From an optimization exercise on the open Yosys and OpenROAD flow, aimed at small area, a short achievable clock period and few clock cycles; shortcuts taken in it are not production practice.
The RTL was checked by simulation tests, not by an equivalence proof against the original design.
No activity file was given, so power comes from the tool's default toggle rates.

// moldudp64_rx_top
module moldudp64_rx_top
(
	input  wire        clk,
	input  wire        nreset,
	input  wire        s_tvalid,
	input  wire        s_tlast,
	input  wire [7:0]  s_tkeep,
	input  wire [63:0] s_tdata,
	output logic       s_tready,
	output logic       msg_valid,
	output logic       msg_start,
	output logic       msg_last,
	output logic [7:0] msg_mask,
	output logic [63:0] msg_data,
	output logic [79:0] msg_sid,
	output logic [63:0] msg_seq
);
localparam logic [2:0] M_H0 = 3'd0;    
localparam logic [2:0] M_H1 = 3'd1;    
localparam logic [2:0] M_H2 = 3'd2;    
localparam logic [2:0] M_LEN = 3'd3;   
localparam logic [2:0] M_BODY = 3'd4;  
logic [2:0]  mode_q;
logic [63:0] w0_q;
logic [3:0]  c_q;       
logic [15:0] rem_q;     
logic [3:0]  lw_q;      
logic [3:0]  np_q;      
logic        npok_q;    
logic [3:0]  lsel_q;    
logic        lastw_q;   
logic        zl_q;      
logic        first_q;   
logic [15:0] cnt_q;     
logic        lastmsg_q;
logic        fresh_q;   
logic        want_q;    
logic        need_q;    
logic        hold_q;    
  ...
Size in the first run: ~1900 cells after synthesis.
==> flow/config.mk <==
export PLATFORM = sky130hd
export DESIGN_NAME = moldudp64_rx_top
export DESIGN_NICKNAME = moldudp64_rx_top
export VERILOG_FILES = /design/flow/design.v
export SDC_FILE = /design/flow/constraint.sdc
export NUM_CORES = 4
export LEC_CHECK = 0
export CAP_MARGIN = 20
export CORE_MARGIN = 2
export CORE_UTILIZATION = 40
export SLEW_MARGIN = 20
==> flow/constraint.sdc <==
create_clock -name core_clock -period 6.5 [get_ports {clk}]
set_input_delay 1.3000 -clock core_clock [delete_from_list [all_inputs] [get_ports {clk}]]
set_output_delay 1.3000 -clock core_clock [all_outputs]
set_load 0.01 [all_outputs]
run.sh (not shown) runs the stock make flow with config.mk's settings and CLKGATE_MAP_FILE= SYNTH_SCRIPT=/design/flow/synth_recipe.tcl, a recipe that flattens the netlist after the stock synthesis.
The starting point passed the timing, DRC and antenna checks.
Testbench counts at the start, summed over its fixed seeds: cycles 15,554.
Change:
SETUP_SLACK_MARGIN = 3.5   (was unset)
Cell area climbs by 4.2%.
Sequential power is about the same.
Cell count climbs by 1.6%.
Clock power climbs by about 8%.
Routed wire length climbs by 5.9%.

---

Another version of the RTL of moldudp64_rx_top (not shown whole).
Size in the first run: about 440 flip-flops.
export LEC_CHECK = 0
export CAP_MARGIN = 20
export CORE_MARGIN = 2
export CORE_UTILIZATION = 60
export SETUP_SLACK_MARGIN = 4.0
export SLEW_MARGIN = 20
export TNS_END_PERCENT = 30
create_clock -name core_clock -period 6.5 [get_ports {clk}]
standard.sh (not shown) runs the stock make flow with config.mk's settings and CLKGATE_MAP_FILE= SYNTH_SCRIPT=/design/flow/synth_recipe.tcl, a recipe that flattens the netlist after the stock synthesis.
==> flow/flow/run.sh <==
#!/bin/bash
# Layout: the standard flow (standard.sh, all steps to finish), with
# - sky130_fd_sc_hd__buf_1 as the cell that buffers each input and output port;
# - clock tree synthesis on larger sink clusters driven by clkbuf_16 cells,
#   without dummy loads (the other CTS options are the standard ones).
# The full output of the run goes to standard.log in this folder; ORFS keeps
# each step's own log under orfs/logs.
set -uo pipefail
export BUFFER_PORTS_ARGS="-buffer_cell sky130_fd_sc_hd__buf_1"
export CTS_ARGS="-sink_clustering_enable -repair_clock_nets -dont_use_dummy_load -sink_clustering_size 25 -sink_clustering_max_diameter 60 -buf_list {sky130_fd_sc_hd__clkbuf_16}"
bash standard.sh > standard.log 2>&1
status=$?
tail -n 20 standard.log
exit $status
Testbench counts at the start, summed over its fixed seeds: cycles 15,562.
Rerun with:
- TNS_END_PERCENT: 30 -> not set
- The changed run passed the timing, DRC and antenna checks
- global-route usage barely changes
- first-iteration DRC count climbs by a few percent
- hold slack is worse by 0.0062 ns
- sequential cell count does not change
- synthesized area stays the same
- critical path depth climbs by 1

---

v51:
Another version of the RTL of moldudp64_rx_top (not shown whole).
Size: about 1,800 cells after synthesis, about 440 flip-flops, ~300 I/O pins, ~0.021 sq mm of cells after synthesis.
==> flow/config.mk <==
export PLATFORM = sky130hd
export DESIGN_NAME = moldudp64_rx_top
export DESIGN_NICKNAME = moldudp64_rx_top
export VERILOG_FILES = /design/flow/design.v
export SDC_FILE = /design/flow/constraint.sdc
export NUM_CORES = 4
export LEC_CHECK = 0
export CAP_MARGIN = 20
export CORE_MARGIN = 2
export CORE_UTILIZATION = 60
export SETUP_SLACK_MARGIN = 4.0
export SLEW_MARGIN = 20
export TNS_END_PERCENT = 30
==> flow/constraint.sdc <==
create_clock -name core_clock -period 6.5 [get_ports {clk}]
set_input_delay 1.3000 -clock core_clock [delete_from_list [all_inputs] [get_ports {clk}]]
set_output_delay 1.3000 -clock core_clock [all_outputs]
set_load 0.01 [all_outputs]
Scripts as last shown in full above: flow/flow/run.sh
Testbench counts of v51, summed over its fixed seeds: cycles 15,562.
Inputs modified between v51 and v53:
Settings: CORE_UTILIZATION: 60 -> 70.
==> comparison <==
- Final count of hold timing violations across v51 and v53: no real change.
- Compared with v51, v53 supports a lower clock frequency.
- The higher final worst slack of v51 and v53 is in v51.
- Looking at register fraction of the total cell area, v53 sits below v51.
- The critical path depth of v53 falls short of that of v51 by 1.
- NOTE: worst-case register-to-register setup slack in v53 falls short of that of v51
- v53 vs v51 on estimated wirelength of the detail-placed design: v53 is the lower one.
- Looking only at global-route wire length before repair, and setting everything else aside, the lower value of v51 and v53 goes to v51.
- Between v51 and v53, the flow reports number of post-CTS setup repair buffers decreasing by a few percent.
- Diff v51 -> v53: multi-input gate share of total cell area was more or less identical, clock network power share went down by 0.6 points.
Here is what was changed in the inputs of v47 compared with v53.
Settings: TNS_END_PERCENT removed (was 30); CORE_UTILIZATION changed from 70 to 60.
Results
- Looking at capturing instance or port of the critical path, the want_q$_SDFF_PN1_ result is from v47; the msg_seq[38] one comes from v53.
- Power after layout (v47 vs. v53) decreases slightly
- Wire length of the first global-routing pass in v47 vs v53: down about 2.6%
- On summed area of non-filler cells in the final layout, v53 and v47 are basically level.
- Internal cell power: v47 < v53
- Area of placed instances (higher): v47
- In v47 the critical path depth turned out 7 higher than in v53.
- Setup slack: v47 more than v53

---

== 11-15 ==
moldudp64_rx_top, a different RTL version from the one above (not shown whole).
For scale: ~1700 cells after synthesis, roughly 300 I/O pins, roughly 20000 sq um of cells after synthesis.
Settings: LEC_CHECK=0, CAP_MARGIN=20, CORE_MARGIN=2, CORE_UTILIZATION=60, SETUP_SLACK_MARGIN=4.0, SLEW_MARGIN=20; clock period 6.5 ns.
==> flow/flow/run.sh <==
#!/bin/bash
# Layout: the standard flow (standard.sh, all steps to finish), with
# sky130_fd_sc_hd__buf_1 as the cell that buffers each input and output port.
# The full output of the run goes to standard.log in this folder; ORFS keeps
# each step's own log under orfs/logs.
set -uo pipefail
export BUFFER_PORTS_ARGS="-buffer_cell sky130_fd_sc_hd__buf_1"
bash standard.sh > standard.log 2>&1
status=$?
tail -n 20 standard.log
exit $status
Testbench counts of 11-15, summed over its fixed seeds: cycles 15,562.
The following lists how 09-28 was set up differently from 11-15:
==> flow/flow/run.sh <==
#!/bin/bash
# Layout: the standard flow (standard.sh, all steps to finish), with
# - sky130_fd_sc_hd__buf_1 as the cell that buffers each input and output port;
# - clock tree synthesis on larger sink clusters driven by clkbuf_16 cells,
#   without dummy loads (the other CTS options are the standard ones).
# The full output of the run goes to standard.log in this folder; ORFS keeps
# each step's own log under orfs/logs.
set -uo pipefail
export BUFFER_PORTS_ARGS="-buffer_cell sky130_fd_sc_hd__buf_1"
export CTS_ARGS="-sink_clustering_enable -repair_clock_nets -dont_use_dummy_load -sink_clustering_size 25 -sink_clustering_max_diameter 60 -buf_list {sky130_fd_sc_hd__clkbuf_16}"
bash standard.sh > standard.log 2>&1
status=$?
tail -n 20 standard.log
exit $status
--- outcome ---
~same average via count per standard cell in 11-15 and 09-28
Summary — filler cell count, 09-28 relative to 11-15: higher, by 3.4%.
Compared with 11-15, in 09-28 via count -394, register-to-register path setup slack -30 ps, initial antenna violation count -1, detailed-router iteration count before antenna repair -1, cell count -2.6%.
Clock buffer and inverter area fraction after layout: higher on 11-15
Relative contribution of the clock network to total power down 7.0 points in 09-28 wrt 11-15
Changes observed in 09-28 relative to 11-15: global-route wire length before repair went down; amount of wire on met2 after detailed routing went down.

---

moldudp64_rx_top, a different RTL version from the one above (not shown whole).
Size in the first run: ~1800 cells after synthesis, roughly 440 flip-flops, about 300 I/O pins, about 0.021 mm^2 of cells after synthesis.
## moldudp64_rx_top
module moldudp64_rx_top
(
	input  wire        clk,
	input  wire        nreset,
	input  wire        s_tvalid,
	input  wire        s_tlast,
	input  wire [7:0]  s_tkeep,
	input  wire [63:0] s_tdata,
	output logic       s_tready,
	output logic       msg_valid,
	output logic       msg_start,
	output logic       msg_last,
	output logic [7:0] msg_mask,
	output logic [63:0] msg_data,
	output logic [79:0] msg_sid,
	output logic [63:0] msg_seq
);
Settings: LEC_CHECK=0, CAP_MARGIN=20, CORE_MARGIN=2, CORE_UTILIZATION=60, SETUP_SLACK_MARGIN=4.0, SLEW_MARGIN=20; clock period 6.5 ns.
==> flow/flow/run.sh <==
#!/bin/bash
# Layout: the standard flow (standard.sh, all steps to finish), with
# sky130_fd_sc_hd__buf_1 as the cell that buffers each input and output port.
# The full output of the run goes to standard.log in this folder; ORFS keeps
# each step's own log under orfs/logs.
set -uo pipefail
export BUFFER_PORTS_ARGS="-buffer_cell sky130_fd_sc_hd__buf_1"
bash standard.sh > standard.log 2>&1
status=$?
tail -n 20 standard.log
exit $status
The first run completed with no timing, DRC or antenna violations.
Testbench counts at the start, summed over its fixed seeds: cycles 15,562.
Then changed:
Settings changed: CORE_UTILIZATION 60 to 40.
What happened: Clock power grows by about 6%; final cell count grows by about 9%; core utilization shrinks by 24 points; register-to-register slack is about the same; count of clock-buffer cells in the layout grows by 4; via count barely changes; sequential power is about the same.

-- port drivers added, routing unchanged --
In the flow no input, the clock included, has a driving cell. The finished layouts below were timed again as built, in two steps.
Step 1: set_driving_cell puts a clkbuf_16 on clk and a buf_2 on each other input, an assumption about the parent block.
Step 2 times the ports against the registers' clock, not the clock port: input delays grow and output delays shrink by t, the midpoint of the rising clock arrivals with the driver on.
Slacks: ideal ports / drivers / drivers and shift; pairs: ideal ports / drivers.
| run | shift t [ns] | setup WS [ns] | latest minus earliest clock arrival (ns) |
|---|---|---|---|
| the first run of note 1 | 0.617 | 2.494 / 2.494 / 1.929 | 0.023 / 0.023 |
| the second run of note 1 | 0.627 | 3.442 / 3.457 / 2.849 | 0.025 / 0.025 |
| the first run of note 2 | 0.627 | 3.898 / 3.873 / 3.709 | 0.061 / 0.061 |
| the second run of note 2 | 0.576 | 3.783 / 3.783 / 3.783 | 0.053 / 0.053 |
| v51 | 0.585 | 3.956 / 3.901 / 3.703 | 0.068 / 0.068 |
| v53 | 0.565 | 3.942 / 3.887 / 3.736 | 0.052 / 0.052 |
| v47 | 0.578 | 3.990 / 3.963 / 3.683 | 0.077 / 0.078 |
| 11-15 | 0.631 | 3.765 / 3.765 / 3.765 | 0.013 / 0.013 |
| 09-28 | 0.570 | 3.732 / 3.732 / 3.732 | 0.055 / 0.056 |
| the first run of note 5 | 0.609 | 3.908 / 3.908 / 3.823 | 0.020 / 0.020 |
| the second run of note 5 | 0.644 | 3.912 / 3.851 / 3.625 | 0.031 / 0.032 |
After both steps every run listed still meets setup and hold. The setup slack of the second run of note 1, which loses most, moves by +0.015 ns with the drivers and by -0.593 ns with both steps.
